Source: an optimization exercise on an open RTL-to-GDS flow (aim: small area). Production flows keep margins and buffers that such runs may drop. In this exercise RTL edits were held to simulation tests only and were not proved equivalent to the original. Power figures rest on the tool's default switching activity, not on a simulated workload.

wip/zinc:
Design dmem_responder, start of the top module:
module dmem_responder #(
   parameter int          DEPTH = 64,
   parameter int          AW    = 6,
   parameter logic [31:0] BASE  = 32'h0000_0000
) (
   input  logic        clock,
   input  logic        reset,
   input  logic        dmemwena,
   input  logic        dmemrena,
   input  logic [31:0] aluout,
   input  logic [31:0] dmemdata,
   input  logic [1:0]  wbh,
   input  logic        wbh_fh,
   input  logic        err_clr,
   output logic [31:0] dmemout,
   output logic        err,
   output logic [31:0] err_addr,
   output logic [1:0]  err_code,
   output logic [15:0] st_count
);
   localparam logic [31:0] SPAN = 32'(DEPTH * 4);
   localparam int          NG   = (DEPTH + 2) / 3;    
   localparam int          VG   = 4;                  
   localparam int          VB   = 2;                  
   localparam int          NV   = DEPTH / VG;
   localparam logic [1:0] SZ_WORD = 2'b00;
   localparam logic [1:0] SZ_HALF = 2'b01;
   localparam logic [1:0] SZ_BYTE = 2'b10;
   localparam logic [1:0] SZ_RSVD = 2'b11;
   localparam logic [1:0] FLT_NONE  = 2'b00;
   localparam logic [1:0] FLT_ALIGN = 2'b01;
   localparam logic [1:0] FLT_RANGE = 2'b10;
   localparam logic [1:0] FLT_SIZE  = 2'b11;
   logic [31:0]   off;
   logic          in_range;
   logic [AW-1:0] idx;
   logic [1:0]    lane;
   logic          misaligned;
   logic [1:0]    fault;
   logic [3:0]    lane_mask;
   logic [31:0]   wdata_n [VG];    
   logic [3:0]    lane_wr;         
   logic          grp_valid;       
   logic          commit;
   logic          capture;
   logic [31:0]      mem [DEPTH];    
   logic [NV-1:0]    valid;          
   logic          err_flag;
   logic [31:0]   err_addr_reg;
   logic [1:0]    err_code_reg;
  ...
==> flow/config.mk <==
export PLATFORM = sky130hd
export DESIGN_NAME = dmem_responder
export DESIGN_NICKNAME = dmem_responder
export VERILOG_FILES = /design/flow/design.v
export SDC_FILE = /design/flow/constraint.sdc
export NUM_CORES = 4
export LEC_CHECK = 0
export CAP_MARGIN = 20
export CORE_MARGIN = 2
export CORE_UTILIZATION = 65
export PLACE_DENSITY = 0.75
export SLEW_MARGIN = 20
export SYNTH_HIERARCHICAL = 1
export SYNTH_MINIMUM_KEEP_SIZE = 0
==> flow/constraint.sdc <==
create_clock -name core_clock -period 10.0 [get_ports {clock}]
set_input_delay 2.0000 -clock core_clock [delete_from_list [all_inputs] [get_ports {clock}]]
set_output_delay 2.0000 -clock core_clock [all_outputs]
set_load 0.01 [all_outputs]
standard.sh (not shown) runs the stock make flow with config.mk's settings and CLKGATE_MAP_FILE= SYNTH_SCRIPT=/design/flow/synth_recipe.tcl, a recipe that flattens the netlist after the stock synthesis.
==> flow/flow/run.sh <==
#!/bin/bash
set -euo pipefail
cd "$(dirname "$0")/.."
CTS="-sink_clustering_enable -repair_clock_nets -dont_use_dummy_load -sink_clustering_size 16 -sink_clustering_max_diameter 80 -buf_list {sky130_fd_sc_hd__clkbuf_8}"
bash standard.sh "CTS_ARGS=$CTS" "BUFFER_PORTS_ARGS=-buffer_cell sky130_fd_sc_hd__buf_1" finish > standard.log 2>&1
[inputs] wip/violet vs wip/zinc
==> flow/flow/run.sh <==
#!/bin/bash
set -euo pipefail
cd "$(dirname "$0")/.."
CTS="-sink_clustering_enable -repair_clock_nets -dont_use_dummy_load -sink_clustering_size 15 -sink_clustering_max_diameter 80 -buf_list {sky130_fd_sc_hd__clkbuf_8}"
bash standard.sh "CTS_ARGS=$CTS" "BUFFER_PORTS_ARGS=-buffer_cell sky130_fd_sc_hd__buf_1" finish > standard.log 2>&1
diff --git a/flow/config.mk b/flow/config.mk
--- a/flow/config.mk
+++ b/flow/config.mk
@@ -8,6 +8,6 @@
 export CAP_MARGIN = 20
 export CORE_MARGIN = 2
-export CORE_UTILIZATION = 65
-export PLACE_DENSITY = 0.75
+export CORE_UTILIZATION = 55
+export PLACE_DENSITY = 0.65
 export SLEW_MARGIN = 20
 export SYNTH_HIERARCHICAL = 1
Total power divided by cell area: wip/violet vs wip/zinc up about 0.55%
Relative contribution of the clock network to total power up 0.7 points in wip/violet wrt wip/zinc
Status: logic gate share of total power parity (wip/violet, wip/zinc)
Side by side, fraction of area in multi-input gates turned out lower in wip/violet than in wip/zinc.
For final-layout clock buffer total, dividing the value from wip/zinc by the value from wip/violet gives 0.943.
The power attributed to the clock group in wip/violet was higher than what wip/zinc gave.
[compare] base=wip/zinc new=wip/violet: worst setup slack shows a reduction of 0.074 ns; number of non-clock buffers in the layout went up 7.6%; final instance area grew by about 0.6%; largest net degree at the start of global routing went down.
Setup changes, wip/violet to wip/onyx
==> flow/flow/run.sh <==
#!/bin/bash
set -euo pipefail
cd "$(dirname "$0")/.."
CTS="-sink_clustering_enable -repair_clock_nets -dont_use_dummy_load -sink_clustering_size 17 -sink_clustering_max_diameter 80 -buf_list {sky130_fd_sc_hd__clkbuf_8}"
bash standard.sh "CTS_ARGS=$CTS" "BUFFER_PORTS_ARGS=-buffer_cell sky130_fd_sc_hd__buf_1" finish > standard.log 2>&1
diff --git a/flow/config.mk b/flow/config.mk
--- a/flow/config.mk
+++ b/flow/config.mk
@@ -8,6 +8,6 @@
 export CAP_MARGIN = 20
 export CORE_MARGIN = 2
-export CORE_UTILIZATION = 55
-export PLACE_DENSITY = 0.65
+export CORE_UTILIZATION = 65
+export PLACE_DENSITY = 0.75
 export SLEW_MARGIN = 20
 export SYNTH_HIERARCHICAL = 1
Results
On routed wire length, the lower figure sits with wip/onyx, not wip/violet.
Looking at cell type of the slowest stage on the worst timing path, the sky130_fd_sc_hd__a222oi_1 result is from wip/violet; the sky130_fd_sc_hd__nor4_1 one comes from wip/onyx.
Changes observed in wip/onyx relative to wip/violet: slew at the pin with the worst max-slew slack now sits higher; static leakage now sits lower.
Summary of wip/onyx over wip/violet: sequential cell area share has increased, final clock period utilization by the worst path has remained practically unchanged, layout overhead on the synthesized area has decreased, reg-to-reg setup timing slack has decreased, final layout net count has decreased.
### wip/onyx -> wip/xenon
==> flow/flow/run.sh <==
#!/bin/bash
set -euo pipefail
cd "$(dirname "$0")/.."
CTS="-sink_clustering_enable -repair_clock_nets -dont_use_dummy_load -sink_clustering_size 14 -sink_clustering_max_diameter 80 -buf_list {sky130_fd_sc_hd__clkbuf_8}"
bash standard.sh "CTS_ARGS=$CTS" "BUFFER_PORTS_ARGS=-buffer_cell sky130_fd_sc_hd__buf_1" finish > standard.log 2>&1
diff --git a/flow/config.mk b/flow/config.mk
--- a/flow/config.mk
+++ b/flow/config.mk
@@ -8,6 +8,6 @@
 export CAP_MARGIN = 20
 export CORE_MARGIN = 2
-export CORE_UTILIZATION = 65
-export PLACE_DENSITY = 0.75
+export CORE_UTILIZATION = 35
+export PLACE_DENSITY = 0.45
 export SLEW_MARGIN = 20
 export SYNTH_HIERARCHICAL = 1
### Flow results
Cell area | wip/xenon vs wip/onyx | wip/xenon larger
wip/onyx and wip/xenon ended up with roughly the same required time at the worst-slack endpoint.
| worst-margin pin slew | wip/xenon vs wip/onyx | 0.067 ns lower |
Edits applied to the flow inputs when going from wip/xenon to wip/quartz:
==> flow/flow/run.sh <==
#!/bin/bash
set -euo pipefail
cd "$(dirname "$0")/.."
CTS="-sink_clustering_enable -repair_clock_nets -dont_use_dummy_load -sink_clustering_size 15 -sink_clustering_max_diameter 80 -buf_list {sky130_fd_sc_hd__clkbuf_8}"
bash standard.sh "CTS_ARGS=$CTS" "BUFFER_PORTS_ARGS=-buffer_cell sky130_fd_sc_hd__buf_1" finish > standard.log 2>&1
diff --git a/flow/config.mk b/flow/config.mk
--- a/flow/config.mk
+++ b/flow/config.mk
@@ -8,6 +8,6 @@
 export CAP_MARGIN = 20
 export CORE_MARGIN = 2
-export CORE_UTILIZATION = 35
-export PLACE_DENSITY = 0.45
+export CORE_UTILIZATION = 65
+export PLACE_DENSITY = 0.75
 export SLEW_MARGIN = 20
 export SYNTH_HIERARCHICAL = 1
Notes after the runs:
- Re number of ordinary and repair buffers in the finished layout: wip/quartz is about 12% down on wip/xenon.
- Critical path depth, wip/xenon and wip/quartz, higher one = wip/xenon.
- Die area in wip/quartz vs wip/xenon: down 46%
- Delta (wip/quartz minus wip/xenon): total detailed-routing wirelength moved down; placeable core area moved down; synthesis-to-finish area growth moved down.
- From wip/xenon to wip/quartz, number of library cell types mapped by synthesis did not move at all.
- wip/quartz vs wip/xenon on fraction of final layout cells sized beyond drive strength 1: wip/quartz is the lower one.

==> afterwards: timing with drivers on the ports <==
The flow's constraints put no driver on any port. The routed layouts listed below were extracted and timed again, unchanged, in two steps. Step 1: set_driving_cell puts a clkbuf_16 on clock and a buf_2 on each other input, an assumption about the parent block. Step 2 times the ports against the registers' clock, not the clock port: input delays grow and output delays shrink by t, the midpoint of the rising clock arrivals with the driver on. Three values: ideal ports, drivers, drivers and shift; two values: the first two.
| run | t, ns | setup slack, ns | clock arrival spread, ns | slew at the worst register clock pin (ns) |
|---|---|---|---|---|
| wip/zinc | 0.976 | 0.946 / 0.914 / 0.914 | 0.092 / 0.092 | 0.11 / 0.11 |
| wip/violet | 1.013 | 0.872 / 0.766 / 0.766 | 0.096 / 0.096 | 0.11 / 0.11 |
| wip/onyx | 0.970 | 0.867 / 0.842 / 0.842 | 0.076 / 0.075 | 0.12 / 0.12 |
| wip/xenon | 1.074 | 0.738 / 0.711 / 0.711 | 0.088 / 0.088 | 0.11 / 0.11 |
| wip/quartz | 0.966 | 0.951 / 0.923 / 0.923 | 0.073 / 0.073 | 0.10 / 0.10 |
After both steps every run listed still meets setup and hold. The setup slack of wip/violet, which loses most, moves by -0.106 ns with the drivers and by -0.106 ns with both steps.
